Background: an optimization exercise with open tools, aiming at small area, a short achievable clock period and few clock cycles per item. Do not read the settings as production practice.
The RTL was checked by simulation tests, not by an equivalence proof against the original design.
Power figures rest on the tool's default switching activity, not on a simulated workload.

`flow/design.v`:
```
package isaPkg;
    localparam logic [5:0] OP_RTYPE = 6'h00;
    localparam logic [5:0] OP_BLTZ  = 6'h01;
    localparam logic [5:0] OP_J     = 6'h02;
    localparam logic [5:0] OP_JAL   = 6'h03;
    localparam logic [5:0] OP_BEQ   = 6'h04;
    localparam logic [5:0] OP_BNE   = 6'h05;
    localparam logic [5:0] OP_BLEZ  = 6'h06;
    localparam logic [5:0] OP_BGTZ  = 6'h07;
    localparam logic [5:0] OP_ADDI  = 6'h08;
    localparam logic [5:0] OP_ADDIU = 6'h09;
    localparam logic [5:0] OP_SLTI  = 6'h0a;
    localparam logic [5:0] OP_SLTIU = 6'h0b;
    localparam logic [5:0] OP_ANDI  = 6'h0c;
    localparam logic [5:0] OP_LUI   = 6'h0f;
    localparam logic [5:0] OP_LW    = 6'h23;
    localparam logic [5:0] OP_SW    = 6'h2b;
    localparam logic [5:0] FN_SLL  = 6'h00;
    localparam logic [5:0] FN_SRL  = 6'h02;
    localparam logic [5:0] FN_SRA  = 6'h03;
    localparam logic [5:0] FN_JR   = 6'h08;
    localparam logic [5:0] FN_JALR = 6'h09;
    localparam logic [5:0] FN_ADD  = 6'h20;
    localparam logic [5:0] FN_ADDU = 6'h21;
    localparam logic [5:0] FN_SUB  = 6'h22;
    localparam logic [5:0] FN_SUBU = 6'h23;
    localparam logic [5:0] FN_AND  = 6'h24;
    localparam logic [5:0] FN_OR   = 6'h25;
    localparam logic [5:0] FN_XOR  = 6'h26;
    localparam logic [5:0] FN_NOR  = 6'h27;
    localparam logic [5:0] FN_SLT  = 6'h2a;
    localparam logic [5:0] FN_SLTU = 6'h2b;
    localparam logic [2:0] PC_SEQ    = 3'b000;
    localparam logic [2:0] PC_BRANCH = 3'b001;
    localparam logic [2:0] PC_JUMP   = 3'b010;
    localparam logic [2:0] PC_REG    = 3'b011;
    localparam logic [2:0] PC_IRQ    = 3'b100;
    localparam logic [2:0] PC_EXC    = 3'b101;
    localparam logic [1:0] DST_RT    = 2'b00;
    localparam logic [1:0] DST_RD    = 2'b01;
    localparam logic [1:0] DST_LINK  = 2'b10;
    localparam logic [1:0] DST_TRAP  = 2'b11;
    localparam logic [1:0] WB_ALU    = 2'b00;
    localparam logic [1:0] WB_MEM    = 2'b01;
    localparam logic [1:0] WB_LINK   = 2'b10;
    localparam logic [1:0] WB_PC     = 2'b11;
    localparam logic [31:0] IRQ_VECTOR = 32'h8000_0004;
    localparam logic [31:0] EXC_VECTOR = 32'h8000_0008;
    localparam logic [4:0]  TRAP_REG   = 5'd26;
    localparam logic [4:0]  LINK_REG   = 5'd31;
    typedef enum logic [5:0] {
        ALU_ADD = 6'b000000, ALU_SUB = 6'b000001,
        ALU_AND = 6'b011000, ALU_OR  = 6'b011110,
        ALU_XOR = 6'b010110, ALU_NOR = 6'b010001,
        ALU_SLL = 6'b100000, ALU_SRL = 6'b100001,
        ALU_SRA = 6'b100011, ALU_LT  = 6'b110101,
        ALU_EQ  = 6'b110011, ALU_NE  = 6'b110001,
        ALU_LEZ = 6'b111101, ALU_GTZ = 6'b111111,
        ALU_LTZ = 6'b111011
    } aluFun_t;
    typedef struct packed {
        logic [5:0] opcode;
        logic [4:0] rs;
        logic [4:0] rt;
        logic [4:0] rd;
        logic [4:0] shamt;
        logic [5:0] funct;
    } rInstr_t;
    typedef struct packed {
        logic [5:0]  opcode;
        logic [4:0]  rs;
        logic [4:0]  rt;
        logic [15:0] imm16;
    } iInstr_t;
    typedef union packed {
        rInstr_t r;
        iInstr_t i;
    } instr_t;  
    typedef struct packed {
        logic [2:0] pcSrc;
        logic       sign;
        logic       regWrite;
        logic [1:0] regDst;
        logic       memRead;
        logic       memWrite;
        logic [1:0] memToReg;
        logic       aluSrc1;
        logic       aluSrc2;
        logic       extOp;
        logic       luOp;
        aluFun_t    aluFun;
    } ctrl_t;
endpackage
package pipePkg;
    localparam int NUM_LANES = 4;
    localparam int LANE_W    = (NUM_LANES > 1) ? $clog2(NUM_LANES) : 1;
    typedef struct packed {
        logic [31:0]    instr;      
        logic [31:0]    pc;
        logic [31:0]    rsVal;
        logic [31:0]    rtVal;
        logic           irq;
    } issue_t;
    typedef struct packed {
        logic        regWrite;
        logic [4:0]  wbReg;
        logic [31:0] wbVal;      
        logic        memRead;
        logic        memWrite;
        logic [31:0] memAddr;
        logic [31:0] storeData;
        logic [31:0] nextPc;
        logic        trap;
    } result_t;
    localparam int ISSUE_W  = 129;     
    localparam int RESULT_W = 137;     
    function automatic logic [LANE_W-1:0] nextLane(input logic [LANE_W-1:0] idx);
        nextLane = (idx == LANE_W'(NUM_LANES - 1)) ? '0 : idx + 1'b1;
    endfunction
endpackage
`timescale 1ns/1ns
module execCluster
(
    input  logic           clk,
    input  logic           rst,
    input  logic           inValid,
    output logic           inReady,
    input  logic [128:0]   inPkt,      
    output logic           outValid,
    input  logic           outReady,
    output logic [136:0]   outPkt      
);
    logic [128:0] nx;     
    logic [31:0] iIns, iPc, iRs, iRt, iRtRev, iB, iX, iA, iSImm;
    logic        iIrq, iIsR, iIsBr, iSub, iCi, iEq, iRsZero, iTk;
    logic [5:0]  iOp, iFn;
    logic [15:0] iImm, iF;
    assign iIns  = nx[128:97];
    assign iPc   = nx[96:65];
    assign iRs   = nx[64:33];
    assign iRt   = nx[32:1];
    assign iIrq  = nx[0];
    assign iOp   = iIns[31:26];
    assign iFn   = iIns[5:0];
    assign iImm  = iIns[15:0];
    assign iSImm = {{16{iImm[15]}}, iImm};
    assign iIsR  = (iOp == 6'h00);
    assign iIsBr = (iOp == 6'h01) | (iOp[5:2] == 4'b0001);
    assign iSub  = iIsR ? (iFn == 6'h22 || iFn == 6'h23 || iFn == 6'h2a || iFn == 6'h2b)
                        : (iOp == 6'h0a || iOp == 6'h0b);
    always_comb begin
        for (int i = 0; i < 32; i++) iRtRev[i] = iRt[31-i];
    end
    assign iB    = iIsR ? ((iFn == 6'h00) ? iRtRev : iRt) : iIsBr ? {iSImm[29:0], 2'b00} : (iOp == 6'h0f) ? {iImm, 16'd0}
                 : (iOp == 6'h0c) ? {16'd0, iImm} : iSImm;
    assign iX    = iB ^ {32{iSub}};
    assign iCi   = iSub | iIsBr;
    assign iA    = iIsBr ? {iPc[31:2], 2'b11} : iRs;
    assign iF    = iIsR ? iIns[15:0] : iIns[31:16];
    assign iEq     = (iRs == iRt);
    assign iRsZero = (iRs == 32'd0);
    always_comb begin
        case (iOp[2:0])
            3'b100:  iTk = iEq;                    
            3'b101:  iTk = ~iEq;                   
            3'b110:  iTk = iRs[31] | iRsZero;      
            3'b111:  iTk = ~iRs[31] & ~iRsZero;    
            default: iTk = iRs[31];                
        endcase
    end
    localparam int HD_W = 148;
    logic [HD_W-1:0] hdNext;
    assign hdNext = {iIsR, iCi, iTk, iF, iRt, iX, iPc, iA, iIrq};
    logic [HD_W-1:0]   hd;
    logic [128:0]      r0, r1;
    logic              vh;
    logic [1:0]        occ;      
    logic              wp, rp;   
    logic              take, acc, hdLoad, fromRing;
    logic [1:0]        occNext;
    logic              rdy;      
    assign inReady  = rdy;
    assign acc      = inValid & inReady;
    assign take     = vh & (~outValid | outReady);
    assign hdLoad   = take | ~vh;                 
    assign fromRing = |occ;
    assign nx = rp ? r1 : r0;
    assign occNext = (occ & ~({rp, ~rp} & {2{hdLoad & fromRing}})) | ({wp, ~wp} & {2{acc}});
    always_ff @(posedge clk) begin
        if (hdLoad)  hd <= hdNext;
        if (!occ[0]) r0 <= inPkt;
        if (!occ[1]) r1 <= inPkt;
    end
    always_ff @(posedge clk) begin
        if (rst) begin
            vh  <= 1'b0;
            occ <= 2'b00;
            rdy <= 1'b1;
            wp  <= 1'b0;
            rp  <= 1'b0;
        end else begin
            if (hdLoad) vh <= fromRing;
            occ <= occNext;
            rdy <= ~&occNext;
            if (acc)                 wp <= ~wp;
            if (hdLoad && fromRing)  rp <= ~rp;
        end
    end
    logic        isR, ci, tk, irq;
    logic [15:0] f;
    logic [31:0] rt, x, pc, rs;
    logic [5:0]  op, fn;
    logic [4:0]  sh;
    assign {isR, ci, tk, f, rt, x, pc, rs, irq} = hd;     
    assign op = isR ? 6'h00 : f[15:10];
    assign fn = f[5:0];
    assign sh = f[10:6];
    logic isBr, isJ, isJal, isAndi, isSlti, isSltiu, isLw, isSw, legal, trap;
    logic fnAnd, fnOr, fnXor, fnNor, fnSll, fnSrl, fnSra, fnSlt, fnSltu, fnJr, fnJalr;
    assign isBr    = (op == 6'h01) | (op[5:2] == 4'b0001);
    assign isJ     = (op == 6'h02);
    assign isJal   = (op == 6'h03);
    assign isAndi  = (op == 6'h0c);
    assign isSlti  = (op == 6'h0a);
    assign isSltiu = (op == 6'h0b);
    assign isLw    = (op == 6'h23);
    assign isSw    = (op == 6'h2b);
    assign legal   = (op[5:4] == 2'b00 && op[3:0] != 4'hd && op[3:0] != 4'he) | isLw | isSw;
    assign trap    = irq | ~legal;
    assign fnAnd  = (fn == 6'h24);
    assign fnOr   = (fn == 6'h25);
    assign fnXor  = (fn == 6'h26);
    assign fnNor  = (fn == 6'h27);
    assign fnSll  = (fn == 6'h00);
    assign fnSrl  = (fn == 6'h02);
    assign fnSra  = (fn == 6'h03);
    assign fnSlt  = (fn == 6'h2a);
    assign fnSltu = (fn == 6'h2b);
    assign fnJr   = (fn == 6'h08);
    assign fnJalr = (fn == 6'h09);
    logic [31:0] ap, ag, s0, s1;
    logic [7:0]  bg, bp;
    logic [8:0]  G0, P0, G1, P1, G2, P2, G3, P3, G4;
    logic [32:0] sum;
    logic        ltS, ltU;
    assign ap = rs ^ x;
    assign ag = rs & x;
    always_comb begin
        for (int k = 0; k < 8; k++) begin
            logic [3:0] pp, gg, c0, c1;
            pp = ap[4*k +: 4];
            gg = ag[4*k +: 4];
            bg[k] = gg[3] | (pp[3] & gg[2]) | (pp[3] & pp[2] & gg[1]) | (pp[3] & pp[2] & pp[1] & gg[0]);
            bp[k] = &pp;
            c0 = {gg[2] | (pp[2] & gg[1]) | (pp[2] & pp[1] & gg[0]), gg[1] | (pp[1] & gg[0]), gg[0], 1'b0};
            c1 = {gg[2] | (pp[2] & gg[1]) | (pp[2] & pp[1] & gg[0]) | (pp[2] & pp[1] & pp[0]),
                  gg[1] | (pp[1] & gg[0]) | (pp[1] & pp[0]), gg[0] | pp[0], 1'b1};
            s0[4*k +: 4] = pp ^ c0;
            s1[4*k +: 4] = pp ^ c1;
        end
    end
    assign G0 = {bg, ci};     
    assign P0 = {bp, 1'b0};
    always_comb begin
        for (int i = 0; i < 9; i++) begin
            G1[i] = (i >= 1) ? (G0[i] | (P0[i] & G0[i-1])) : G0[i];
            P1[i] = (i >= 1) ? (P0[i] & P0[i-1])           : P0[i];
        end
        for (int i = 0; i < 9; i++) begin
            G2[i] = (i >= 2) ? (G1[i] | (P1[i] & G1[i-2])) : G1[i];
            P2[i] = (i >= 2) ? (P1[i] & P1[i-2])           : P1[i];
        end
        for (int i = 0; i < 9; i++) begin
            G3[i] = (i >= 4) ? (G2[i] | (P2[i] & G2[i-4])) : G2[i];
            P3[i] = (i >= 4) ? (P2[i] & P2[i-4])           : P2[i];
        end
        for (int i = 0; i < 9; i++) begin
            G4[i] = (i >= 8) ? (G3[i] | (P3[i] & G3[i-8])) : G3[i];
        end
        for (int k = 0; k < 8; k++) sum[4*k +: 4] = G4[k] ? s1[4*k +: 4] : s0[4*k +: 4];     
        sum[32] = G4[8];     
    end
    assign ltU = ~sum[32];
    assign ltS = (rs[31] ^ x[31] ^ ci) ? rs[31] : ltU;
    logic [31:0] pc4, brPc;
    assign pc4  = {pc[31:2] + 30'd1, pc[1:0]};
    assign brPc = {sum[31:2], pc[1:0]};
    logic [31:0] shMid, shOut;
    logic        shFill;
    assign shFill = fn[0] & x[31];
    always_comb begin
        shMid = x;
        for (int k = 0; k < 5; k++)
            if (sh[k]) shMid = (shMid >> (1 << k)) | ({32{shFill}} << (32 - (1 << k)));
        for (int i = 0; i < 32; i++) shOut[i] = fn[1] ? shMid[i] : shMid[31-i];
    end
    logic [31:0] logicY;
    always_comb begin
        case ({isR, fn[1:0]})
            3'b101:  logicY = rs | x;
            3'b110:  logicY = rs ^ x;
            3'b111:  logicY = ~(rs | x);
            default: logicY = rs & x;
        endcase
    end
    logic selSum, selLog, selSh, selLtS, selLtU, selTk;
    always_comb begin
        selSum = 1'b0; selLog = 1'b0; selSh = 1'b0; selLtS = 1'b0; selLtU = 1'b0; selTk = 1'b0;
        if (isR) begin
            if (fnAnd | fnOr | fnXor | fnNor)  selLog = 1'b1;
            else if (fnSll | fnSrl | fnSra)    selSh  = 1'b1;
            else if (fnSlt)                    selLtS = 1'b1;
            else if (fnSltu)                   selLtU = 1'b1;
            else                               selSum = 1'b1;
        end else if (isBr)                     selTk  = 1'b1;
        else if (isAndi)                       selLog = 1'b1;
        else if (isSlti)                       selLtS = 1'b1;
        else if (isSltiu)                      selLtU = 1'b1;
        else                                   selSum = 1'b1;
    end
    logic        regWrite, wbAlu;
    logic [4:0]  wbReg;
    logic [31:0] wbOther;
    always_comb begin
        regWrite = 1'b1;
        wbReg    = f[4:0];
        wbAlu    = 1'b1;
        wbOther  = pc4;
        if (irq) begin
            wbReg   = 5'd26;
            wbAlu   = 1'b0;
            wbOther = pc;
        end else if (!legal) begin
            wbReg   = 5'd26;
            wbAlu   = 1'b0;
        end else if (isR) begin
            wbReg    = f[15:11];
            regWrite = ~fnJr;
            wbAlu    = ~fnJalr;
        end else if (isBr | isJ | isSw) begin
            regWrite = 1'b0;
        end else if (isJal) begin
            wbReg = 5'd31;
            wbAlu = 1'b0;
        end else if (isLw) begin
            wbAlu   = 1'b0;
            wbOther = 32'd0;
        end
    end
    logic [31:0] alu, aluOther;
    always_comb begin
        aluOther    = ({32{selLog}} & logicY) | ({32{selSh}} & shOut);
        aluOther[0] = aluOther[0] | (selTk & tk);
        alu         = selSum ? sum[31:0] : aluOther;
        alu[0]      = alu[0] | (selLtS & ltS) | (selLtU & ltU);
    end
    logic [31:0] nextPc, nextPcOther;
    logic        brSel;
    assign brSel = isBr & tk & ~irq;
    always_comb begin
        if (irq)                            nextPcOther = 32'h8000_0004;
        else if (!legal)                    nextPcOther = 32'h8000_0008;
        else if (isR && (fnJr | fnJalr))    nextPcOther = rs;
        else if (isJ | isJal)               nextPcOther = {pc4[31:28], f[9:0], x[15:0], 2'b00};
        else                                nextPcOther = pc4;
    end
    assign nextPc = brSel ? brPc : nextPcOther;
    logic        oWbAlu;
    logic [31:0] oWbOther, oAlu;
    logic        oRegWrite, oMemRead, oMemWrite, oTrap;
    logic [4:0]  oWbReg;
    logic [31:0] oRt, oNextPc;
    always_ff @(posedge clk) begin
        if (rst) begin
            outValid <= 1'b0;
        end else if (~outValid | outReady) begin
            outValid <= vh;
        end
    end
    always_ff @(posedge clk) begin
        if (take) begin
            {oRegWrite, oWbReg, oWbAlu, oWbOther, oMemRead, oMemWrite, oAlu, oRt, oNextPc, oTrap}
                <= {regWrite, wbReg, wbAlu, wbOther, isLw, isSw, alu, rt, nextPc, trap};
        end
    end
    assign outPkt = {oRegWrite, oWbReg, oWbAlu ? oAlu : oWbOther, oMemRead, oMemWrite, oAlu, oRt, oNextPc, oTrap};
endmodule
```
`flow/flow/run.sh`:
```
#!/bin/bash
# The standard ORFS layout, with the smallest buffer as the port buffer
# cell (every input and output port still gets its own buffer).
set -euo pipefail
bash standard.sh "BUFFER_PORTS_ARGS=-buffer_cell sky130_fd_sc_hd__buf_1" finish > standard_flow.log 2>&1
```
`flow/standard.sh`:
```
#!/bin/bash
# synth_recipe.tcl (not shown) runs the flow's synth.tcl, then flattens the netlist and writes it again
# the make line also repeats each setting of config.mk as NAME=value (left out here)
make -C /OpenROAD-flow-scripts/flow DESIGN_CONFIG=/design/flow/config.mk WORK_HOME=/design/flow/orfs CLKGATE_MAP_FILE= SYNTH_SCRIPT=/design/flow/synth_recipe.tcl "${@:-finish}"
```
`flow/config.mk`:
```
export PLATFORM = sky130hd
export DESIGN_NAME = execCluster
export DESIGN_NICKNAME = execCluster
export VERILOG_FILES = /design/flow/design.v
export SDC_FILE = /design/flow/constraint.sdc
export NUM_CORES = 4
export LEC_CHECK = 0
export ABC_CLOCK_PERIOD_IN_PS = 2000
export CAP_MARGIN = 20
export CORE_MARGIN = 2
export CORE_UTILIZATION = 60
export CTS_CLUSTER_DIAMETER = 100
export CTS_CLUSTER_SIZE = 30
export PLACE_DENSITY = 0.7
export SETUP_SLACK_MARGIN = 3.3
export SLEW_MARGIN = 20
```
`flow/constraint.sdc`:
```
create_clock -name core_clock -period 6.5 [get_ports {clk}]
set_input_delay 1.3000 -clock core_clock [delete_from_list [all_inputs] [get_ports {clk}]]
set_output_delay 1.3000 -clock core_clock [all_outputs]
set_load 0.01 [all_outputs]
```
==> flow_summary_export.csv, run 1 <==
group,metric,value,unit
run_status,status,"complete, no violations",
yosys,synth_ff_type,"edfxtp_1",
yosys,synth-simple-area-share,0.0758,
timing,period_minus_slack,3.25,ns
setup_path,path_class,"flip-flop to flip-flop",
final_layout,register_area,0.0165,sq mm
yosys,ys_types,69,
clocking,clock-root-buffer,"clkbuf_16",
final_layout,area_growth,10.8,%
setup_path,critical-path-top-delay-family,"buffers and inverters",
grt,grt_max_degree,80,
routing,antenna_left,0,
clocking,clk_latency,0.59,ns
routing,wirelength,96.8,mm
setup_path,r2r-start,"hd[147]",
yosys,synthXorXnorAreaFrac,0.0378,
placement,globalplace.congestion,1.05,
worst_hold_path,worstHoldPathType,"flip-flop to flip-flop",
routing,wl_per_cell,30.0,microns
timing,fmax,308,MHz
clocking,clk_path_buf_depth,3,
routing,via_per_inst,6.68,
grt,grt_first_pass_wirelength,138,mm
floorplan,die_h,223,microns
setup_path,max_stage_delay,0.47,ns
yosys,synthMuxAreaShare,0.115,
clocking,cts_tree,"yes",
clocking,cts_hold_buf,0,
setup_path,crit_path_end_kind,"flip-flop",
clocking,clkTransAtPathRegs,0.11,ns
pwr,power.total,11.4,mW
placement,dp.cells,3142,
placement,io_buffers,271,
floorplan,core_area,0.0474,sq mm
yosys,async_flop_share,0,
routing,drtPass1Iterations,6,
final_layout,fill_cells,3525,
timing,tns,0,ns
grt,met3_usage,0.0573,
floorplan,start_util,0.605,
pwr,power.leakage,11.5,nW
yosys,syn_avg_cell_area,12.2,sq um
run,maxCapViolCount,0,
setup_path,r2r_slack,3.25,ns
yosys,yosysWarnings,1,
final_layout,multi_input_area,0.0115,sq mm
yosys,ys_seq_elements,551,
timing,finalHoldViolations,0,
clocking,h-tree-depth,1,
routing,drtIter0Drc,2904,
setup_path,arrival,3.62,ns
setup_path,path_cells,"buf_4 -> inv_1 -> buf_4 -> nor2_1 -> buf_6 -> o21ai_1 -> a21oi_1 -> a221oi_1 -> mux2i_1",
yosys,synth_fa_ha_area_frac,0.0283,
grt,antenna_found_initial,3,
timing,timing.final.crit_share,0.500,
timing,rsz0062_at_grt,"true",
worst_hold_path,min_from,"hd[112]",
yosys,syn_area,0.0287,sq mm
routing,drc,0,
grt,grt_overflow,0,
timing,finalMaxSlewViolations,0,
yosys,synth_compound_area_frac,0.130,
pwr,ir_worst_vdd,0.293,mV
yosys,synth_top_family_by_area,"compound AO/OA/AOI/OAI gates",
yosys,synth_edf_count,544,
setup_path,crit_required,6.87,ns
placement,hpwl,70.8,mm
floorplan,io-pin-count,272,
grt,gr-usage-met2,0.615,
grt,grt_pass1_vias,20300,
setup_path,cp-start-kind,"flip-flop",
yosys,syn_inst,2359,
setup_path,cp_max_fo,33,
clocking,cts_buffers,24,
floorplan,placement_rows,80,
grt,globalRouteTotalUtil,0.385,
timing,worstMarginPinSlew,1.07,ns
setup_path,cpMaxStageDelayCell,"buf_4",
final_layout,finalNonFillerCells,3223,
grt,grt.busiest_layer,"met2",
final_layout,drive_above_1_share,0.115,
clocking,cts_sinks,551,
pwr,power_density,359,mW/mm^2
floorplan,dieArea,0.0496,sq mm
yosys,seq_area_frac_synth,0.574,
setup_path,critPathBufInv,4,
timing,setup_violations,0,
setup_path,startpoint,"hd[147]",
grt,grt_util_met1,0.504,
routing,vias,21500,
final_layout,nNetsFinal,2792,
timing,maxSlewHeadroom,0.285,
floorplan,die_x,223,microns
yosys,synth_nets,2557,
setup_path,crit_top_cell,"buf_4",
timing,fin_worst_skew,0.0359,ns
==> metal layers <==
layer | part of all wire | up-vias
met3 | 0.091 | 288
met4 | 0.072 | 2
met5 | 0.00014 | -
met2 | 0.46 | 1417
li1 | - | 9291
met1 | 0.37 | 10500
==> per-stage QoR <==
stage	instance area, sq um	hold WS (ns)	util	worst slack, ns
6_report	31800	0.418	0.671	3.25
5_1_grt	31800	0.429	0.671	3.25
4_1_cts	31600	0.424	0.666	3.26
3_5_place_dp	30300	0.405	0.638	2.16
3_3_place_gp	30300	0.405	0.638	2.21
2_1_floorplan	28700	0.400	-	2.69
==> timing repair <==
| action | CTS | global route |
|---|---|---|
| resized for setup | 51 | 33 |
| pin swaps | 4 | 3 |
| gates cloned | 3 | 2 |
| setup buffers | 27 | 9 |
| endpoints found under the hold margin | 0 | 0 |
| endpoints found under the setup margin | 103 | 76 |
==> synthesized netlist by cell type, drive strengths merged, types with 22 or more instances <==
cell | n | area, sq um
o22ai | 47 | 294
nor2b | 22 | 138
ha | 65 | 813
nand2 | 178 | 668
buf | 56 | 312
mux4 | 31 | 698
a211oi | 39 | 293
mux2 | 80 | 901
xor2 | 45 | 394
inv | 125 | 469
mux2i | 171 | 1710
a22o | 25 | 219
o21ai | 165 | 826
clkbuf | 94 | 354
nor2 | 121 | 462
a21oi | 156 | 781
o21a | 29 | 218
a21o | 25 | 188
xnor2 | 79 | 692
edfxtp | 544 | 16300
nand3 | 33 | 165
==> registers in the layout, summed over array words and instances (netlist names) <==
register and flops:
r1 129, oMemWrite 1, wp 1, oTrap 1
vh 1, oRegWrite 1, oWbAlu 1, r0 129
oWbOther 32, hd 148, outValid 1, rp 1
oMemRead 1, rdy 1, oRt 32, oNextPc 32
occ 2, oAlu 32, oWbReg 5
==> final cells by class <==
cell class / count / area share
flip-flops and latches: 551 / 0.518
multi-input cells: 1534 / 0.360
repair buffers: 356 / 0.0580
well taps: 615 / 0.0242
clock buffers: 33 / 0.0206
inverters: 125 / 0.0152
clock inverters: 6 / 0.00377
repair inverters: 2 / 0.000393
diodes: 1 / 0.0000786
==> cell usage in the layout (no fill, tap or decap), types with 21 or more instances in the layout <==
cell,Yosys,routed
a211oi_1,39,38
a21o_1,25,24
a21oi_1,156,151
a22o_1,25,25
buf_1,23,271
buf_4,9,65
clkbuf_16,0,26
edfxtp_1,544,544
ha_1,65,64
inv_1,122,119
mux2_2,80,80
mux2i_1,171,155
mux4_2,31,31
nand2_1,178,177
nand3_1,33,32
nor2_1,120,116
o211ai_1,21,21
o21a_1,29,29
o21ai_0,150,143
o22ai_1,47,47
xnor2_1,79,79
xor2_1,45,44
==> power breakdown <==
group          switching, mW  internal, mW  total [mW]
Sequential             0.520          4.57        5.09
Combinational           2.77          1.68        4.44
Clock                   1.10         0.781        1.88
==> cell families (layout without fill, tap and decap cells) <==
| kind of cell | count (synthesis) | in the layout |
|---|---|---|
| AOI/OAI and AO/OA | 595 | 595 |
| muxes | 282 | 282 |
| DFF | 551 | 551 |
| xor gates and xnor gates | 124 | 124 |
| other | 0 | 1 |
| adders and majority gates | 65 | 65 |
| and+or+nand+nor | 467 | 468 |
| buffers and inverters | 275 | 522 |
==> path summary, 6_finish.rpt <==
kind / endpoint / cells after the start
worst max-delay path: oAlu[7] / 9
worst min-delay path: oRt[15] / 0
worst max register to register: oAlu[7] / 9
worst min register to register: oRt[15] / 0
Testbench counts, summed over its fixed seeds: cycles 8,299, items 7,200.
==> inputs of run 2 (changes only) <==
--- a/flow/config.mk
+++ b/flow/config.mk
@@ -10,6 +10,4 @@
 export CORE_MARGIN = 2
-export CORE_UTILIZATION = 60
-export CTS_CLUSTER_DIAMETER = 100
-export CTS_CLUSTER_SIZE = 30
-export PLACE_DENSITY = 0.7
+export CORE_UTILIZATION = 70
+export PLACE_DENSITY = 0.8
 export SETUP_SLACK_MARGIN = 3.3
==> flow_summary_export.csv, run 2 <==
group,metric,value,unit
run_status,status,"complete, no violations",
pwr,pwr-share-clk,0.256,
final_layout,reg_top3,"hd x148, r0 x129, r1 x129",
setup_path,r2r-start,"rp",
floorplan,core_area,0.0406,sq mm
routing,vias,24200,
routing,wl_per_cell,35.0,microns
timing,worstMarginPinSlew,1.26,ns
pwr,power_density,402,mW/mm^2
setup_path,cp-start-kind,"flip-flop",
pwr,power_switching,5.13,mW
floorplan,start_util,0.707,
setup_path,crit_required,6.96,ns
pwr,p_seq_frac,0.391,
timing,fin_worst_skew,0.0539,ns
yosys,syn_avg_cell_area,12.2,sq um
floorplan,io-pin-count,272,
timing,finalHoldViolations,0,
pwr,ir_worst_vdd,0.353,mV
grt,globalRouteTotalUtil,0.499,
grt,grt_overflow,0,
setup_path,path_class,"flip-flop to flip-flop",
worst_hold_path,whs_path_depth,0,
yosys,synth_top_area_share,0.569,
grt,grt_pass1_vias,22100,
run,maxCapViolCount,0,
floorplan,dieArea,0.0427,sq mm
yosys,ys_types,69,
setup_path,worstReg2RegEnd,"hd[145]",
floorplan,placement_rows,74,
yosys,syn_inst,2359,
worst_hold_path,hold_end,"oRt[15]",
final_layout,drive_above_1_share,0.139,
yosys,async_flop_share,0,
final_layout,regMostFlops,"hd",
timing,rsz0062_at_grt,"true",
pwr,power_frac_comb,0.353,
yosys,synth_top_area_cell,"edfxtp_1",
placement,globalplace.congestion,1.07,
clocking,clk_latency,0.66,ns
timing,tns,0,ns
yosys,seq_area_frac_synth,0.574,
placement,place_area,0.0302,sq mm
clocking,cts_hold_buf,0,
setup_path,crit_path_end_kind,"flip-flop",
routing,via_per_inst,7.52,
setup_path,r2r_slack,2.87,ns
pwr,p_int,8.11,mW
clocking,clkTransAtPathRegs,0.07,ns
final_layout,design_area,0.0329,sq mm
final_layout,nNetsFinal,2831,
routing,antenna_left,0,
routing,drtIter0Drc,4272,
setup_path,r2r_cells,9,
pwr,power.leakage,12.0,nW
grt,antenna_found_initial,7,
yosys,synth_ff_type,"edfxtp_1",
timing,period_minus_slack,3.63,ns
worst_hold_path,worstHoldPathType,"flip-flop to flip-flop",
floorplan,die_x,207,microns
final_layout,final_cell_mix,"544 x edfxtp_1, 271 x buf_1, 174 x nand2_1",
final_layout,fill_cells,2101,
grt,grt_max_degree,103,
floorplan,die_h,207,microns
clocking,clock-root-buffer,"clkbuf_16",
timing,timing.final.crit_share,0.559,
final_layout,mostFrequentLayoutCell,"edfxtp_1",
yosys,synth_edf_count,544,
timing,fmax,275,MHz
yosys,yosysWarnings,1,
yosys,synth_nets,2557,
final_layout,largest_reg_flops,148,
timing,maxSlewHeadroom,0.153,
clocking,clk_path_buf_depth,3,
yosys,synth_common_cells,"544 x edfxtp_1, 178 x nand2_1, 171 x mux2i_1, 156 x a21oi_1, 150 x o21ai_0",
yosys,post-synth-top-count-cell,"edfxtp_1",
pwr,netSwitchingFraction,0.388,
clocking,cts_sinks,551,
yosys,synth_area_leaders,"edfxtp_1 57%, mux2i_1 6.0%, mux2_2 3.1%",
clocking,cts_buffers,54,
routing,drc,0,
placement,io_buffers,271,
placement,hpwl,69.5,mm
yosys,ys_seq_elements,551,
grt,grt_first_pass_wirelength,151,mm
setup_path,arrival,4.09,ns
final_layout,area_growth,14.5,%
yosys,syn_area,0.0287,sq mm
timing,finalMaxSlewViolations,0,
timing,setup_violations,0,
clocking,cts_tree,"yes",
routing,wirelength,113,mm
setup_path,cp_max_fo,32,
routing,drtPass1Iterations,10,
worst_hold_path,min_from,"hd[112]",
clocking,h-tree-depth,2,
-- run 2: worst max path at each step --
stage,slack (ns),from,end,depth (start not counted)
2_1_floorplan,2.69,outReady,oAlu[0],2
3_3_place_gp,2.23,rp,hd[90],7
3_5_place_dp,2.27,rp,hd[145],10
4_1_cts,3.21,hd[67],oAlu[11],11
5_1_grt,2.97,rp,hd[145],9
6_report,2.87,rp,hd[145],9
-- run 2: cell families (layout without fill, tap and decap cells) --
logic type,Yosys count,after routing,synth area share
adders and majority gates,65,65,0.0283
muxes,282,282,0.115
and+or+nand+nor,467,467,0.0758
DFF,551,551,0.574
AOI/OAI and AO/OA,595,595,0.130
buffers and inverters,275,594,0.0395
xor gates and xnor gates,124,124,0.0378
other,0,5,0
-- run 2: power by group through the flow --
stage	combinational [mW]	sequential, mW	clock [mW]
2_1_floorplan	2.76	4.90	0
3_3_place_gp	4.01	5.13	0
3_5_place_dp	4.07	5.17	0
4_1_cts	4.22	5.10	3.27
5_1_grt	4.81	5.17	3.46
6_report	4.68	5.18	3.38
-- run 2: routing by layer --
metal	global-route usage	routed length [microns]
met1	0.606	34200
met2	0.769	48500
met3	0.146	17500
met4	0.361	12400
met5	0	37
-- run 2: final cells by class --
| cell class | count | area (sq um) | share of cell area |
|---|---|---|---|
| diodes | 5 | 12.5 | 0.000380 |
| multi-input cells | 1533 | 11400 | 0.348 |
| inverters | 125 | 483 | 0.0147 |
| flip-flops and latches | 551 | 16500 | 0.501 |
| clock buffers | 57 | 1360 | 0.0414 |
| clock inverters | 44 | 494 | 0.0150 |
| repair inverters | 1 | 7.51 | 0.000228 |
| repair buffers | 367 | 1940 | 0.0590 |
| well taps | 532 | 666 | 0.0202 |
-- run 2: critical path, cell delays in order (launching register included) --
cell	delay (ns)
dfxtp_4	0.52
buf_16	0.30
mux2i_1	0.97
xor2_1	0.16
nor4_1	0.26
nand4_1	0.21
or3_1	0.47
o21ai_0	0.19
a21oi_1	0.15
o221ai_1	0.22
-- run 2: per-stage QoR --
step                setup slack (ns)  utilization  hold WS, ns  cells  power [mW]
floorplan                       2.69            -        0.400   2359        7.67
global placement                2.23        0.742        0.400   3059        9.14
detailed placement              2.27        0.743        0.405   3062        9.24
CTS                             3.21        0.797        0.425   3178        12.6
global route                    2.97        0.809        0.440   3212        13.4
finish                          2.87        0.809        0.429   3215        13.2
-- run 2: repair_timing --
item                                    CTS  global route
gates cloned                              1             3
endpoints found under the setup margin  142            84
buffers inserted                         14            28
resized for setup                        41            58
pin swaps                                 1             6
==> inputs of run 3 (changes only) <==
--- a/flow/config.mk
+++ b/flow/config.mk
@@ -10,4 +10,7 @@
 export CORE_MARGIN = 2
-export CORE_UTILIZATION = 70
-export PLACE_DENSITY = 0.8
+export CORE_UTILIZATION = 50
+export CTS_CLUSTER_DIAMETER = 100
+export CTS_CLUSTER_SIZE = 30
+export GPL_ROUTABILITY_DRIVEN = 0
+export PLACE_DENSITY = 0.65
 export SETUP_SLACK_MARGIN = 3.3
==> flow_summary_export.csv, run 3 <==
group,metric,value,unit
run_status,status,"complete, no violations",
routing,drtPass1Iterations,6,
grt,globalRouteTotalUtil,0.298,
yosys,synthXorXnorAreaFrac,0.0378,
yosys,async_flop_share,0,
grt,grt_pass1_vias,19500,
clocking,cts_tree,"yes",
yosys,synth_area_leaders,"edfxtp_1 57%, mux2i_1 6.0%, mux2_2 3.1%",
setup_path,crit_required,6.82,ns
pwr,p_seq_frac,0.440,
grt,grt_first_pass_wirelength,131,mm
final_layout,nNetsFinal,2781,
pwr,pwr-share-clk,0.172,
worst_hold_path,worstHoldPathType,"flip-flop to flip-flop",
floorplan,die_h,244,microns
timing,finalMaxSlewViolations,0,
yosys,synth_compound_area_frac,0.130,
grt,grt_max_degree,104,
yosys,syn_inst,2359,
timing,period_minus_slack,3.22,ns
final_layout,reg_top3,"hd x148, r0 x129, r1 x129",
placement,hpwl,66.0,mm
final_layout,multi_input_area,0.0114,sq mm
clocking,clock-root-buffer,"clkbuf_16",
placement,dp_slack,2.45,ns
yosys,ys_types,69,
worst_hold_path,whs_path_depth,0,
timing,fmax,311,MHz
setup_path,arrival,3.54,ns
yosys,synth_ff_type,"edfxtp_1",
timing,rsz0062_at_grt,"true",
floorplan,die_x,244,microns
yosys,syn_area,0.0287,sq mm
routing,via_per_inst,6.30,
clocking,clk_path_buf_depth,3,
grt,antenna_found_initial,1,
yosys,yosysWarnings,1,
clocking,h-tree-depth,1,
routing,vias,21200,
final_layout,final_util,0.565,
placement,io_buffers,271,
setup_path,cp-start-kind,"flip-flop",
timing,maxSlewHeadroom,0.235,
routing,wirelength,91.4,mm
yosys,ys_seq_elements,551,
yosys,synth_top_area_cell,"edfxtp_1",
pwr,power.total,11.5,mW
routing,wl_per_cell,27.2,microns
timing,holdWs,0.426,ns
floorplan,start_util,0.507,
pwr,power_frac_comb,0.388,
clocking,clkTransAtPathRegs,0.11,ns
final_layout,area_growth,11.4,%
yosys,synthMuxAreaShare,0.115,
yosys,synth_common_cells,"544 x edfxtp_1, 178 x nand2_1, 171 x mux2i_1, 156 x a21oi_1, 150 x o21ai_0",
yosys,synth_nets,2557,
yosys,synth-simple-area-share,0.0758,
setup_path,crit_path_end_kind,"flip-flop",
final_layout,register_area,0.0165,sq mm
pwr,power_density,360,mW/mm^2
timing,setup_violations,0,
final_layout,drive_above_1_share,0.111,
setup_path,cp_max_fo,7,
setup_path,path_class,"flip-flop to flip-flop",
pwr,p_int,7.08,mW
floorplan,placement_rows,87,
timing,tns,0,ns
timing,fin_worst_skew,0.0329,ns
timing,finalHoldViolations,0,
pwr,power.leakage,11.4,nW
routing,drtIter0Drc,3278,
final_layout,regMostFlops,"hd",
yosys,post-synth-top-count-cell,"edfxtp_1",
clocking,cts_sinks,551,
grt,grt_overflow,0,
final_layout,fill_cells,4741,
timing,fin_ws,3.28,ns
setup_path,r2r_cells,12,
final_layout,largest_reg_flops,148,
yosys,synth_top_family_by_area,"compound AO/OA/AOI/OAI gates",
clocking,cts_buffers,25,
routing,drc,0,
pwr,netSwitchingFraction,0.385,
floorplan,dieArea,0.0594,sq mm
routing,antenna_left,0,
run,maxCapViolCount,0,
floorplan,io-pin-count,272,
timing,timing.final.crit_share,0.495,
clocking,cts_hold_buf,0,
yosys,synth_fa_ha_area_frac,0.0283,
clocking,clk_latency,0.63,ns
pwr,ir_worst_vdd,0.266,mV
floorplan,core_area,0.0566,sq mm
final_layout,mostFrequentLayoutCell,"edfxtp_1",
yosys,syn_avg_cell_area,12.2,sq um
pwr,power_switching,4.44,mW
yosys,seq_area_frac_synth,0.574,
yosys,synth_edf_count,544,
timing,worstMarginPinSlew,1.12,ns
final_layout,final_cell_mix,"544 x edfxtp_1, 271 x buf_1, 175 x nand2_1",
yosys,synth_top_area_share,0.569,
==> run 3: path summary, 6_finish.rpt <==
kind                              start     endpoint  slack [ns]
worst min register to register  hd[118]      oRt[21]        0.43
worst max register to register   hd[75]  oNextPc[29]        3.28
worst max-delay path             hd[75]  oNextPc[29]        3.28
worst min-delay path            hd[118]      oRt[21]        0.43
==> run 3: through the flow <==
step	cell area, sq um	cells
after global placement	30400	3271
after CTS	31500	3331
after detailed placement	30400	3273
after floorplan	28700	2359
after global routing	32000	3355
final	32000	3356
==> run 3: power groups by stage <==
stage	logic [mW]	clock network [mW]	registers, mW
finish	4.47	1.98	5.07
CTS	4.15	2.00	5.07
global route	4.71	2.12	5.09
floorplan	2.76	0	4.90
detailed placement	4.00	0	5.19
global placement	3.94	0	5.18
==> run 3: repair_timing <==
action / in CTS / in global routing
setup buffers: 13 / 24
cloned: 2 / 0
pin swaps: 3 / 8
gates resized for setup: 27 / 54
setup endpoints to repair: 124 / 104
==> run 3: critical path, cell delays in order, from the launching register on <==
cell	delay [ns]
edfxtp_1	0.51
inv_1	0.12
ha_4	0.33
nand4_1	0.14
nor2_2	0.24
o311ai_4	0.16
a211oi_2	0.31
o21ai_1	0.09
buf_4	0.17
a31oi_2	0.25
mux2i_2	0.30
xnor2_2	0.17
o32ai_1	0.12
==> run 3: layout make-up <==
type                            instances  share of cell area
Sequential cell                       551               0.515
Multi-Input combinational cell       1533               0.358
Timing Repair Buffer                  345              0.0558
Tap cell                              756              0.0296
Clock buffer                           33              0.0205
Inverter                              125              0.0152
Clock inverter                         10             0.00548
Timing Repair inverter                  2            0.000391
Antenna cell                            1           0.0000783
==> run 3: logic make-up after synthesis <==
group,Yosys count
flip-flops,551
AO/OA/AOI/OAI,595
XOR/XNOR,124
buffers and inverters,275
adder cells (fa/ha/maj),65
multiplexers,282
AND/OR/NAND/NOR,467
==> run 3: routing by layer <==
metal	wire, microns	global-route usage	vias up
li1	-	-	9275
met1	36100	0.415	10300
met2	41100	0.456	1292
met3	8490	0.0436	264
met4	5770	0.151	0
met5	0	0	-
==> inputs of run 4 (changes only) <==
--- a/flow/config.mk
+++ b/flow/config.mk
@@ -13,3 +13,2 @@
 export CTS_CLUSTER_SIZE = 30
-export GPL_ROUTABILITY_DRIVEN = 0
 export PLACE_DENSITY = 0.65
==> flow_summary_export.csv, run 4 <==
group,metric,value,unit
run_status,status,"complete, no violations",
routing,via_per_inst,6.28,
timing,fin_worst_skew,0.0367,ns
routing,wl_per_cell,28.0,microns
pwr,p_int,7.06,mW
clocking,cts_sinks,551,
timing,timing.final.crit_share,0.490,
setup_path,startpoint,"oWbAlu",
timing,period_minus_slack,3.18,ns
timing,worstMarginPinSlew,1.08,ns
setup_path,r2r-start,"hd[135]",
yosys,synth_fa_ha_area_frac,0.0283,
yosys,synth_compound_area_frac,0.130,
floorplan,start_util,0.507,
final_layout,drive_above_1_share,0.120,
yosys,synth_top_area_share,0.569,
yosys,synth_area_leaders,"edfxtp_1 57%, mux2i_1 6.0%, mux2_2 3.1%",
timing,finalHoldViolations,0,
clocking,clkTransAtPathRegs,0.12,ns
grt,grt_overflow,0,
setup_path,path_cells,"buf_6 -> mux2_2 -> buf_1",
yosys,ys_seq_elements,551,
yosys,synthMuxAreaShare,0.115,
timing,rsz0062_at_grt,"true",
grt,grt_max_degree,139,
placement,globalplace.congestion,1.02,
setup_path,arrival,1.88,ns
clocking,h-tree-depth,1,
routing,wirelength,94.4,mm
routing,drtPass1Iterations,8,
pwr,power_density,360,mW/mm^2
clocking,cts_buffers,25,
final_layout,mostFrequentLayoutCell,"edfxtp_1",
worst_hold_path,worstHoldPathType,"flip-flop to flip-flop",
timing,tns,0,ns
clocking,cts_tree,"yes",
floorplan,dieArea,0.0594,sq mm
pwr,power.leakage,11.4,nW
final_layout,nNetsFinal,2787,
yosys,ys_types,69,
routing,drtIter0Drc,2772,
setup_path,path_class,"flip-flop to output port",
grt,grt_first_pass_wirelength,133,mm
yosys,syn_inst,2359,
timing,maxSlewHeadroom,0.257,
floorplan,die_h,244,microns
timing,fmax,314,MHz
setup_path,max_stage_delay,0.42,ns
setup_path,crit_path_end_kind,"output port",
timing,finalMaxSlewViolations,0,
floorplan,die_x,244,microns
final_layout,reg_top3,"hd x148, r0 x129, r1 x129",
floorplan,core_area,0.0566,sq mm
run,maxCapViolCount,0,
yosys,async_flop_share,0,
yosys,synth_common_cells,"544 x edfxtp_1, 178 x nand2_1, 171 x mux2i_1, 156 x a21oi_1, 150 x o21ai_0",
yosys,synth_top_family_by_area,"compound AO/OA/AOI/OAI gates",
setup_path,r2r_slack,3.32,ns
pwr,power_switching,4.49,mW
routing,antenna_left,0,
final_layout,final_cell_mix,"544 x edfxtp_1, 271 x buf_1, 174 x nand2_1",
yosys,synthXorXnorAreaFrac,0.0378,
placement,hpwl,68.0,mm
clocking,cts_hold_buf,0,
setup_path,cpMaxStageDelayCell,"mux2_2",
worst_hold_path,min_from,"hd[124]",
yosys,post-synth-top-count-cell,"edfxtp_1",
yosys,yosysWarnings,1,
final_layout,n_antenna_cell,0,
final_layout,regMostFlops,"hd",
pwr,power_frac_comb,0.394,
floorplan,io-pin-count,272,
pwr,netSwitchingFraction,0.388,
clocking,clk_path_buf_depth,3,
timing,setup_violations,0,
grt,antenna_found_initial,2,
yosys,syn_avg_cell_area,12.2,sq um
setup_path,crit_required,5.20,ns
pwr,ir_worst_vdd,0.234,mV
clocking,clock-root-buffer,"clkbuf_16",
routing,vias,21100,
worst_hold_path,hold_end,"oRt[27]",
grt,grt_pass1_vias,19500,
yosys,synth_ff_type,"edfxtp_1",
yosys,seq_area_frac_synth,0.574,
pwr,p_seq_frac,0.437,
yosys,synth_edf_count,544,
final_layout,area_growth,11.6,%
setup_path,cp-start-kind,"flip-flop",
final_layout,largest_reg_flops,148,
grt,globalRouteTotalUtil,0.306,
yosys,synth_top_area_cell,"edfxtp_1",
setup_path,worstReg2RegEnd,"oAlu[18]",
clocking,clk_latency,0.62,ns
setup_path,r2r_cells,8,
yosys,synth-simple-area-share,0.0758,
pwr,power.total,11.6,mW
yosys,synth_nets,2557,
floorplan,placement_rows,87,
pwr,pwr-share-clk,0.168,
routing,drc,0,
placement,io_buffers,271,
setup_path,cp_max_fo,32,
yosys,syn_area,0.0287,sq mm
worst_hold_path,whs_path_depth,0,
## run 4: cell type report
| cell class | count | area [sq um] |
|---|---|---|
| Fill cell | 4731 | 24500 |
| Sequential cell | 551 | 16500 |
| Multi-Input combinational cell | 1534 | 11600 |
| Timing Repair Buffer | 350 | 1740 |
| Tap cell | 756 | 946 |
| Clock buffer | 38 | 674 |
| Inverter | 125 | 484 |
| Clock inverter | 8 | 143 |
| Timing Repair inverter | 2 | 12.5 |
## run 4: critical path, delay by kind of cell, from the launching register on
kind                   cells  cell delay (ns)
flip-flops                 1             0.36
buffers and inverters      2             0.45
multiplexers               1             0.42
## run 4: cell families after synthesis
group | count (synthesis)
AOI/OAI and AO/OA | 595
xor gates and xnor gates | 124
adders and majority gates | 65
buffers and inverters | 275
DFF | 551
muxes | 282
and+or+nand+nor | 467
## run 4: metal layers
metal	up-vias	routed length (microns)	GRT usage
li1	9286	-	-
met1	10400	38100	0.429
met2	1228	43400	0.483
met3	194	8360	0.0411
met4	2	4500	0.125
met5	-	13	0
## run 4: stage by stage
step / instances / setup WS, ns / instance area [sq um] / utilization / hold slack [ns]
floorplan: 2359 / 2.69 / 28700 / - / 0.400
global placement: 3273 / 2.61 / 30400 / 0.537 / 0.404
detailed placement: 3273 / 2.53 / 30400 / 0.537 / 0.405
CTS: 3336 / 3.31 / 31600 / 0.558 / 0.427
global route: 3364 / 3.28 / 32100 / 0.566 / 0.438
finish: 3364 / 3.32 / 32100 / 0.566 / 0.426
## run 4: worst max-delay path by stage
stage,to,slack (ns),cells past startpoint
floorplan,oAlu[0],2.69,2
global placement,hd[90],2.61,6
detailed placement,hd[84],2.53,6
CTS,hd[65],3.31,8
global route,oAlu[29],3.28,11
finish,outPkt[106],3.32,3
## run 4: power by group through the flow
stage	Clock, mW	Combinational (mW)	Sequential (mW)
final	1.95	4.55	5.05
after global routing	2.08	4.79	5.08
after CTS	1.97	4.21	5.07
after detailed placement	0	4.06	5.19
after global placement	0	4.04	5.17
after floorplan	0	2.76	4.90
## run 4: timing repair
| item | in CTS | in global routing |
|---|---|---|
| setup endpoints to repair | 155 | 99 |
| hold endpoints to repair | 0 | 0 |
| pin swaps | 2 | 10 |
| gates resized for setup | 52 | 53 |
| setup buffers | 14 | 28 |
| cloned | 3 | 0 |
==> inputs of run 5 (changes only) <==
--- a/flow/config.mk
+++ b/flow/config.mk
@@ -14,3 +14,3 @@
 export PLACE_DENSITY = 0.65
-export SETUP_SLACK_MARGIN = 3.3
+export SETUP_SLACK_MARGIN = 3.8
 export SLEW_MARGIN = 20
==> flow_summary_export.csv, run 5 <==
group,metric,value,unit
timing,finalHoldViolations,0,
yosys,synth_top_area_share,0.569,
placement,hpwl,72.3,mm
yosys,synth_edf_count,544,
timing,rsz0062_at_grt,"true",
timing,worstMarginPinSlew,1.11,ns
pwr,power_density,364,mW/mm^2
floorplan,start_util,0.507,
yosys,synth_top_family_by_area,"compound AO/OA/AOI/OAI gates",
floorplan,placement_rows,87,
timing,timing.final.crit_share,0.471,
setup_path,arrival,1.76,ns
timing,setup_violations,0,
timing,holdWs,0.427,ns
yosys,ys_types,69,
routing,wl_per_cell,30.2,microns
final_layout,n_antenna_cell,0,
setup_path,cp_max_fo,8,
yosys,synth_nets,2557,
floorplan,io-pin-count,272,
clocking,h-tree-depth,1,
routing,drtIter0Drc,3025,
clocking,clk_latency,0.62,ns
final_layout,area_growth,31.1,%
clocking,clkTransAtPathRegs,0.11,ns
yosys,synth-simple-area-share,0.0758,
timing,tns,0,ns
yosys,synthMuxAreaShare,0.115,
timing,fin_ws,3.44,ns
placement,io_buffers,271,
placement,dp_slack,2.38,ns
yosys,post-synth-top-count-cell,"edfxtp_1",
setup_path,crit_path_end_kind,"output port",
floorplan,core_area,0.0566,sq mm
yosys,async_flop_share,0,
run,maxCapViolCount,0,
yosys,synthXorXnorAreaFrac,0.0378,
yosys,synth_fa_ha_area_frac,0.0283,
yosys,yosysWarnings,1,
routing,vias,23200,
timing,finalMaxSlewViolations,0,
timing,period_minus_slack,3.06,ns
final_layout,largest_reg_flops,148,
yosys,synth_compound_area_frac,0.130,
clocking,cts_hold_buf,0,
clocking,cts_sinks,551,
grt,grt_pass1_vias,21400,
clocking,cts_tree,"yes",
routing,wirelength,110,mm
yosys,syn_area,0.0287,sq mm
routing,via_per_inst,6.40,
floorplan,die_x,244,microns
final_layout,reg_top3,"hd x148, r0 x129, r1 x129",
floorplan,dieArea,0.0594,sq mm
setup_path,path_class,"flip-flop to output port",
routing,antenna_left,0,
yosys,seq_area_frac_synth,0.574,
routing,drc,0,
yosys,syn_avg_cell_area,12.2,sq um
pwr,ir_worst_vdd,0.229,mV
grt,grt_first_pass_wirelength,149,mm
final_layout,regMostFlops,"hd",
grt,globalRouteTotalUtil,0.347,
yosys,synth_ff_type,"edfxtp_1",
clocking,cts_buffers,24,
pwr,power.leakage,13.8,nW
yosys,synth_top_area_cell,"edfxtp_1",
setup_path,crit_required,5.20,ns
timing,fin_worst_skew,0.0406,ns
clocking,clock-root-buffer,"clkbuf_16",
floorplan,die_h,244,microns
grt,grt_max_degree,98,
yosys,ys_seq_elements,551,
timing,maxSlewHeadroom,0.238,
grt,antenna_found_initial,2,
run_status,status,"complete, no violations",
yosys,synth_area_leaders,"edfxtp_1 57%, mux2i_1 6.0%, mux2_2 3.1%",
routing,drtPass1Iterations,6,
final_layout,final_cell_mix,"544 x edfxtp_1, 247 x buf_1, 213 x buf_4",
final_layout,mostFrequentLayoutCell,"edfxtp_1",
yosys,synth_common_cells,"544 x edfxtp_1, 178 x nand2_1, 171 x mux2i_1, 156 x a21oi_1, 150 x o21ai_0",
placement,globalplace.congestion,1.02,
clocking,clk_path_buf_depth,3,
grt,grt_overflow,0,
setup_path,cp-start-kind,"flip-flop",
final_layout,drive_above_1_share,0.321,
worst_hold_path,worstHoldPathType,"flip-flop to flip-flop",
timing,fmax,326,MHz
yosys,syn_inst,2359,
final_layout,nNetsFinal,3054,
run 5: cell counts after synthesis:
Identical to the previous run, type by type.
run 5: final cells by class:
| class | count | area (sq um) |
|---|---|---|
| Clock buffer | 32 | 652 |
| Clock inverter | 6 | 116 |
| Fill cell | 4240 | 19000 |
| Inverter | 125 | 492 |
| Multi-Input combinational cell | 1538 | 14000 |
| Sequential cell | 551 | 16500 |
| Tap cell | 756 | 946 |
| Timing Repair Buffer | 613 | 4950 |
| Timing Repair inverter | 3 | 22.5 |
run 5: per-stage QoR:
stage               area (sq um)  total power, mW   util  std cells
detailed placement         30500             9.37  0.538       3281
finish                     37700             13.7  0.665       3624
CTS                        35000             12.6  0.618       3500
floorplan                  28800             7.67      -       2359
global route               37700             14.1  0.665       3624
global placement           30400             9.34  0.538       3280
run 5: worst max-delay path, stage by stage (launching register included):
cell and delay [ns]:
edfxtp_1 0.35, buf_6 0.15, clkbuf_16 0.17, mux2_2 0.35, clkbuf_2 0.13
run 5: cells by family (layout without fill, tap and decap cells):
| kind of cell | after synthesis | count (layout) |
|---|---|---|
| AO/OA/AOI/OAI | 595 | 596 |
| XOR/XNOR | 124 | 124 |
| adder cells (fa/ha/maj) | 65 | 65 |
| buffers and inverters | 275 | 779 |
| flip-flops | 551 | 551 |
| multiplexers | 282 | 282 |
| AND/OR/NAND/NOR | 467 | 471 |
run 5: metal layers:
metal  up-vias  GRT usage  wire [microns]
met1     11500      0.460           41300
met3       331     0.0511            9760
met5         -          0               0
met4         0      0.178            7480
met2      1476      0.556           51000
li1       9856          -               -
run 5: where the power goes:
| group | switching, mW | internal (mW) | total [mW] |
|---|---|---|---|
| clock | 1.13 | 0.777 | 1.91 |
| combinational | 3.77 | 2.97 | 6.74 |
| sequential | 0.493 | 4.57 | 5.07 |
run 5: timing repair:
item                                    in CTS  in global routing
pin swaps                                  104                136
buffers inserted                           162                111
resized for setup                          420                349
cloned                                      19                 13
endpoints found under the setup margin     213                271
run 5: final timing paths:
check,from,depth (start not counted),endpoint,slack [ns]
worst max-delay path,oWbAlu,4,outPkt[100],3.44
worst max register to register,hd[73],13,oAlu[22],3.44
worst min register to register,hd[109],0,oRt[12],0.43
worst min-delay path,hd[109],0,oRt[12],0.43
==> inputs of run 6 (changes only) <==
--- a/flow/config.mk
+++ b/flow/config.mk
@@ -14,3 +14,3 @@
 export PLACE_DENSITY = 0.65
-export SETUP_SLACK_MARGIN = 3.8
+export SETUP_SLACK_MARGIN = 3.4
 export SLEW_MARGIN = 20
==> flow_summary_export.csv, run 6 <==
group,metric,value,unit
timing,finalMaxSlewViolations,0,
clocking,cts_sinks,551,
timing,fin_worst_skew,0.0362,ns
floorplan,placement_rows,87,
final_layout,multi_input_area,0.0117,sq mm
setup_path,r2r_cells,6,
timing,finalHoldViolations,0,
timing,fmax,318,MHz
yosys,synth_area_leaders,"edfxtp_1 57%, mux2i_1 6.0%, mux2_2 3.1%",
yosys,seq_area_frac_synth,0.574,
floorplan,die_h,244,microns
placement,hpwl,68.0,mm
worst_hold_path,worstHoldPathType,"flip-flop to flip-flop",
yosys,yosysWarnings,1,
pwr,power.leakage,11.6,nW
grt,grt_pass1_vias,19500,
setup_path,path_class,"flip-flop to flip-flop",
yosys,synth_common_cells,"544 x edfxtp_1, 178 x nand2_1, 171 x mux2i_1, 156 x a21oi_1, 150 x o21ai_0",
yosys,post-synth-top-count-cell,"edfxtp_1",
floorplan,start_util,0.507,
final_layout,area_growth,12.8,%
setup_path,cp_max_fo,33,
timing,setup_violations,0,
setup_path,crit_required,6.87,ns
routing,dr_wl_met2,43.8,mm
clocking,clock-root-buffer,"clkbuf_16",
timing,period_minus_slack,3.15,ns
grt,grt_overflow,0,
final_layout,final_cell_mix,"544 x edfxtp_1, 271 x buf_1, 174 x nand2_1",
run_status,status,"complete, no violations",
grt,grt_first_pass_wirelength,134,mm
clocking,clkTransAtPathRegs,0.12,ns
floorplan,dieArea,0.0594,sq mm
timing,timing.final.crit_share,0.484,
yosys,syn_inst,2359,
floorplan,die_x,244,microns
floorplan,io-pin-count,272,
final_layout,drive_above_1_share,0.129,
grt,grt_max_degree,139,
routing,drc,0,
setup_path,endpoint,"oNextPc[28]",
routing,drtIter0Drc,3038,
yosys,synth_ff_type,"edfxtp_1",
routing,drtPass1Iterations,6,
grt,globalRouteTotalUtil,0.307,
yosys,synth_nets,2557,
routing,dr_wl_met3,7.99,mm
setup_path,startpoint,"hd[147]",
final_layout,largest_reg_flops,148,
final_layout,finalNonFillerCells,3375,
setup_path,worstReg2RegEnd,"oNextPc[28]",
yosys,synth_top_area_share,0.569,
clocking,cts_buffers,25,
routing,antenna_left,0,
setup_path,r2r-start,"hd[147]",
timing,rsz0062_at_grt,"true",
yosys,async_flop_share,0,
placement,globalplace.congestion,1.02,
yosys,syn_area,0.0287,sq mm
routing,vias,21200,
yosys,ys_types,69,
clocking,h-tree-depth,1,
timing,worstMarginPinSlew,1.07,ns
routing,wl_met1,38.6,mm
floorplan,core_area,0.0566,sq mm
final_layout,n_antenna_cell,0,
yosys,syn_avg_cell_area,12.2,sq um
final_layout,fill_cells,4681,
pwr,power_density,360,mW/mm^2
yosys,ys_seq_elements,551,
timing,maxSlewHeadroom,0.267,
final_layout,register_area,0.0165,sq mm
run,maxCapViolCount,0,
timing,tns,0,ns
clocking,cts_tree,"yes",
yosys,synth_top_area_cell,"edfxtp_1",
final_layout,nNetsFinal,2798,
setup_path,arrival,3.52,ns
setup_path,crit_path_end_kind,"flip-flop",
routing,wirelength,95.6,mm
clocking,clk_path_buf_depth,3,
pwr,ir_worst_vdd,0.233,mV
final_layout,mostFrequentLayoutCell,"edfxtp_1",
final_layout,regMostFlops,"hd",
yosys,synth_edf_count,544,
clocking,clk_latency,0.62,ns
routing,wl_per_cell,28.3,microns
routing,highest_layer,"met4",
placement,dp.cells,3273,
setup_path,r2r_slack,3.35,ns
routing,via_per_inst,6.29,
final_layout,reg_top3,"hd x148, r0 x129, r1 x129",
grt,antenna_found_initial,1,
placement,io_buffers,271,
setup_path,cp-start-kind,"flip-flop",
[run 6: cell types whose count changed in the layout (fill, tap and decap cells not counted), sizes merged]
cell / before / now
a21o: 25 / 26
and3: 12 / 10
buf: 587 / 356
bufbuf: 8 / 0
bufinv: 1 / 0
clkbuf: 50 / 42
clkinv: 2 / 4
clkinvlp: 8 / 7
inv: 123 / 124
nand2: 179 / 178
o21ai: 166 / 165
[run 6: where the power goes]
part	internal, mW	total (mW)	leakage, nW	switching [mW]
logic	1.79	4.68	5.60	2.90
registers	4.57	5.06	5.58	0.485
clock network	0.769	1.94	0.380	1.17
total	7.13	11.7	11.6	4.55
[run 6: worst min path at each step]
stage | start | to | cells after the start
floorplan | hd[97] | oRt[0] | 0
global placement | hd[111] | oRt[14] | 0
detailed placement | hd[112] | oRt[15] | 0
CTS | hd[124] | oRt[27] | 0
global route | hd[106] | oRt[9] | 0
finish | hd[124] | oRt[27] | 0
[run 6: logic make-up (layout without fill, tap and decap cells)]
family | Yosys count | in the layout | share of synthesized area
AO/OA/AOI/OAI | 595 | 596 | 0.130
AND/OR/NAND/NOR | 467 | 468 | 0.0758
adder cells (fa/ha/maj) | 65 | 65 | 0.0283
flip-flops | 551 | 551 | 0.574
buffers and inverters | 275 | 533 | 0.0395
XOR/XNOR | 124 | 124 | 0.0378
multiplexers | 282 | 282 | 0.115
[run 6: repair_timing]
action	4_1_cts	5_1_grt
pin swaps	4	17
cloned	3	5
resized for setup	66	77
setup endpoints to repair	167	110
setup buffers	22	26
hold endpoints to repair	0	0
hold buffers	0	0
[run 6: area by class of cell]
class | instances | share of cell area
multi-input combinational | 1535 | 0.362
clock buffer | 38 | 0.0208
clock inverter | 8 | 0.00440
tap | 756 | 0.0292
timing repair inverter | 2 | 0.000463
timing repair buffer | 360 | 0.0600
sequential | 551 | 0.509
inverter | 125 | 0.0149
[run 6: critical path, stage by stage, from the launching register on]
cell and delay (ns):
edfxtp_1 0.37, buf_4 0.29, or3_1 0.53, nor2_1 0.26, o211ai_1 0.46, or2_4 0.54, o22ai_1 0.42
[run 6: routing by layer]
| layer | GRT usage | vias to the layer above |
|---|---|---|
| met5 | 0 | - |
| met4 | 0.143 | 0 |
| met3 | 0.0442 | 212 |
| met2 | 0.477 | 1200 |
| met1 | 0.428 | 10500 |
| li1 | - | 9304 |
[run 6: through the flow]
step           worst slack [ns]  hold WS [ns]  area [sq um]  utilization  total power, mW
4_1_cts                    3.35         0.427         31700        0.560             11.3
6_report                   3.35         0.428         32400        0.572             11.7
3_5_place_dp               2.53         0.405         30400        0.537             9.25
5_1_grt                    3.31         0.438         32400        0.572             12.1
2_1_floorplan              2.69         0.400         28700            -             7.67
3_3_place_gp               2.61         0.404         30400        0.537             9.21
==> inputs of run 7 (changes only) <==
--- a/flow/config.mk
+++ b/flow/config.mk
@@ -14,3 +14,3 @@
 export PLACE_DENSITY = 0.65
-export SETUP_SLACK_MARGIN = 3.4
+export SETUP_SLACK_MARGIN = 3.5
 export SLEW_MARGIN = 20
==> flow_summary_export.csv, run 7 <==
group,metric,value,unit
timing,setup_violations,0,
setup_path,crit_path_end_kind,"output port",
yosys,synth_compound_area_frac,0.130,
pwr,power.total,11.9,mW
timing,period_minus_slack,3.10,ns
yosys,synth_top_area_share,0.569,
clocking,clk_path_buf_depth,3,
clocking,cts_tree,"yes",
grt,gr-usage-met2,0.488,
run,maxCapViolCount,0,
yosys,ys_seq_elements,551,
setup_path,cp_max_fo,32,
clocking,h-tree-depth,1,
timing,holdWs,0.429,ns
setup_path,arrival,1.80,ns
timing,fin_worst_skew,0.0355,ns
setup_path,path_class,"flip-flop to output port",
floorplan,die_x,244,microns
timing,worstMarginPinSlew,1.06,ns
yosys,ys_types,69,
timing,maxSlewHeadroom,0.274,
yosys,synth_edf_count,544,
grt,globalRouteTotalUtil,0.310,
final_layout,n_antenna_cell,0,
grt,grt_util_met1,0.433,
setup_path,cp-start-kind,"flip-flop",
final_layout,drive_above_1_share,0.155,
clocking,clock-root-buffer,"clkbuf_16",
grt,grt_pass1_vias,19700,
yosys,syn_inst,2359,
final_layout,nNetsFinal,2825,
final_layout,area_growth,14.5,%
yosys,synth_top_area_cell,"edfxtp_1",
yosys,synth_area_leaders,"edfxtp_1 57%, mux2i_1 6.0%, mux2_2 3.1%",
timing,rsz0062_at_grt,"true",
routing,drtIter0Drc,2947,
timing,timing.final.crit_share,0.478,
yosys,synth_ff_type,"edfxtp_1",
pwr,power_density,361,mW/mm^2
clocking,cts_buffers,25,
routing,wl_per_cell,28.3,microns
pwr,ir_worst_vdd,0.233,mV
yosys,synthXorXnorAreaFrac,0.0378,
final_layout,regMostFlops,"hd",
placement,globalplace.congestion,1.02,
yosys,syn_avg_cell_area,12.2,sq um
final_layout,final_cell_mix,"544 x edfxtp_1, 271 x buf_1, 173 x nand2_1",
yosys,post-synth-top-count-cell,"edfxtp_1",
setup_path,r2r-start,"hd[74]",
grt,grt_first_pass_wirelength,135,mm
floorplan,core_area,0.0566,sq mm
floorplan,io-pin-count,272,
final_layout,reg_top3,"hd x148, r0 x129, r1 x129",
worst_hold_path,whs_path_depth,0,
final_layout,finalNonFillerCells,3402,
timing,finalHoldViolations,0,
clocking,clkTransAtPathRegs,0.12,ns
yosys,synth_common_cells,"544 x edfxtp_1, 178 x nand2_1, 171 x mux2i_1, 156 x a21oi_1, 150 x o21ai_0",
yosys,async_flop_share,0,
grt,grt_max_degree,139,
yosys,synth_nets,2557,
placement,dp.cells,3273,
setup_path,r2r_cells,12,
timing,fmax,322,MHz
grt,grt.busiest_layer,"met2",
final_layout,final_util,0.581,
yosys,synthMuxAreaShare,0.115,
clocking,cts_sinks,551,
routing,drtPass1Iterations,8,
yosys,syn_area,0.0287,sq mm
timing,finalMaxSlewViolations,0,
clocking,clk_latency,0.62,ns
placement,hpwl,68.0,mm
run_status,status,"complete, no violations",
floorplan,start_util,0.507,
grt,met3_usage,0.0434,
placement,io_buffers,271,
grt,grt_overflow,0,
routing,antenna_left,0,
final_layout,mostFrequentLayoutCell,"edfxtp_1",
floorplan,dieArea,0.0594,sq mm
final_layout,largest_reg_flops,148,
setup_path,crit_required,5.20,ns
worst_hold_path,worstHoldPathType,"flip-flop to flip-flop",
routing,via_per_inst,6.28,
yosys,synth_top_family_by_area,"compound AO/OA/AOI/OAI gates",
pwr,power.leakage,11.7,nW
routing,vias,21400,
setup_path,startpoint,"oWbAlu",
yosys,synth-simple-area-share,0.0758,
routing,drc,0,
yosys,synth_fa_ha_area_frac,0.0283,
timing,tns,0,ns
floorplan,placement_rows,87,
floorplan,die_h,244,microns
routing,wirelength,96.3,mm
yosys,yosysWarnings,1,
grt,antenna_found_initial,1,
yosys,seq_area_frac_synth,0.574,
worst_hold_path,min_from,"hd[124]",
## run 7: worst max-delay path, cell delays in order (launching register included)
cell and delay [ns]:
edfxtp_1 0.39, buf_12 0.21, mux2_2 0.40, buf_1 0.14
## run 7: layout make-up
cell class / count / area (sq um)
clock inverters: 8 / 143
clock buffers: 38 / 674
multi-input cells: 1535 / 11900
well taps: 756 / 946
repair inverters: 2 / 15.0
flip-flops and latches: 551 / 16500
fillers: 4645 / 23700
repair buffers: 387 / 2210
inverters: 125 / 490
## run 7: power breakdown
part	switching, mW	internal, mW
sequential	0.479	4.57
clock	1.17	0.769
combinational	2.97	1.91
total	4.62	7.26
## run 7: worst paths after layout
kind / slack, ns / endpoint
min reg2reg: 0.43 / oRt[27]
min: 0.43 / oRt[27]
max: 3.40 / outPkt[106]
max reg2reg: 3.44 / oAlu[29]
## run 7: kinds of logic (layout without fill, tap and decap cells)
group                    Yosys count  in the layout
AO/OA/AOI/OAI                    595            595
flip-flops                       551            551
AND/OR/NAND/NOR                  467            469
multiplexers                     282            282
buffers and inverters            275            560
XOR/XNOR                         124            124
adder cells (fa/ha/maj)           65             65
## run 7: timing repair
action                     4_1_cts  5_1_grt
hold buffers                     0        0
gates cloned                     5        3
buffers inserted                36       39
pin swaps                       11       28
setup endpoints to repair      169      138
gates resized for setup        103      117
## run 7: per-layer routing
layer,up-vias,wire [microns]
met5,-,0
met4,0,5340
met3,234,8000
met2,1272,44000
met1,10500,38900
li1,9365,-
## run 7: through the flow
| step | setup slack, ns | cell area, sq um |
|---|---|---|
| final | 3.40 | 32900 |
| after global routing | 3.37 | 32900 |
| after CTS | 3.38 | 32100 |
| after detailed placement | 2.53 | 30400 |
| after global placement | 2.61 | 30400 |
| after floorplan | 2.69 | 28700 |

[port drivers added, routing unchanged]
How much do the figures lean on ideal ports? The routed layouts below were timed once more, with nothing changed but the port constraints. Step 1, drivers: a clkbuf_16 drives clk and a buf_2 each remaining input, both assumed. Step 2 moves the port delays by t, midway between the first and last clock arrival at a register: inputs arrive t later, outputs are due t later. That takes back most of the time a late clock gives input paths. a / b / c = ideal / step 1 / step 2; a / b = the first two.
run | t (ns) | setup slack, ns | latest minus earliest clock arrival (ns) | worst data-port slew with drivers (ns) | cell pins on the clock port's net
run 1 | 0.638 | 3.250 / 3.250 / 3.119 | 0.042 / 0.042 | 0.07 | 1
run 2 | 0.697 | 2.866 / 2.866 / 2.866 | 0.055 / 0.055 | 0.10 | 1
run 3 | 0.679 | 3.283 / 3.283 / 3.158 | 0.034 / 0.033 | 0.07 | 1
run 4 | 0.669 | 3.318 / 3.260 / 3.215 | 0.050 / 0.051 | 0.07 | 1
run 5 | 0.668 | 3.437 / 3.372 / 3.380 | 0.043 / 0.043 | 0.08 | 1
run 6 | 0.666 | 3.354 / 3.339 / 3.208 | 0.050 / 0.049 | 0.07 | 1
run 7 | 0.667 | 3.395 / 3.337 / 3.211 | 0.048 / 0.048 | 0.07 | 1
After both steps setup and hold are still met in every run listed. For run 7, which loses most, drivers alone change the setup slack by -0.058 ns; drivers and shift together by -0.184 ns.
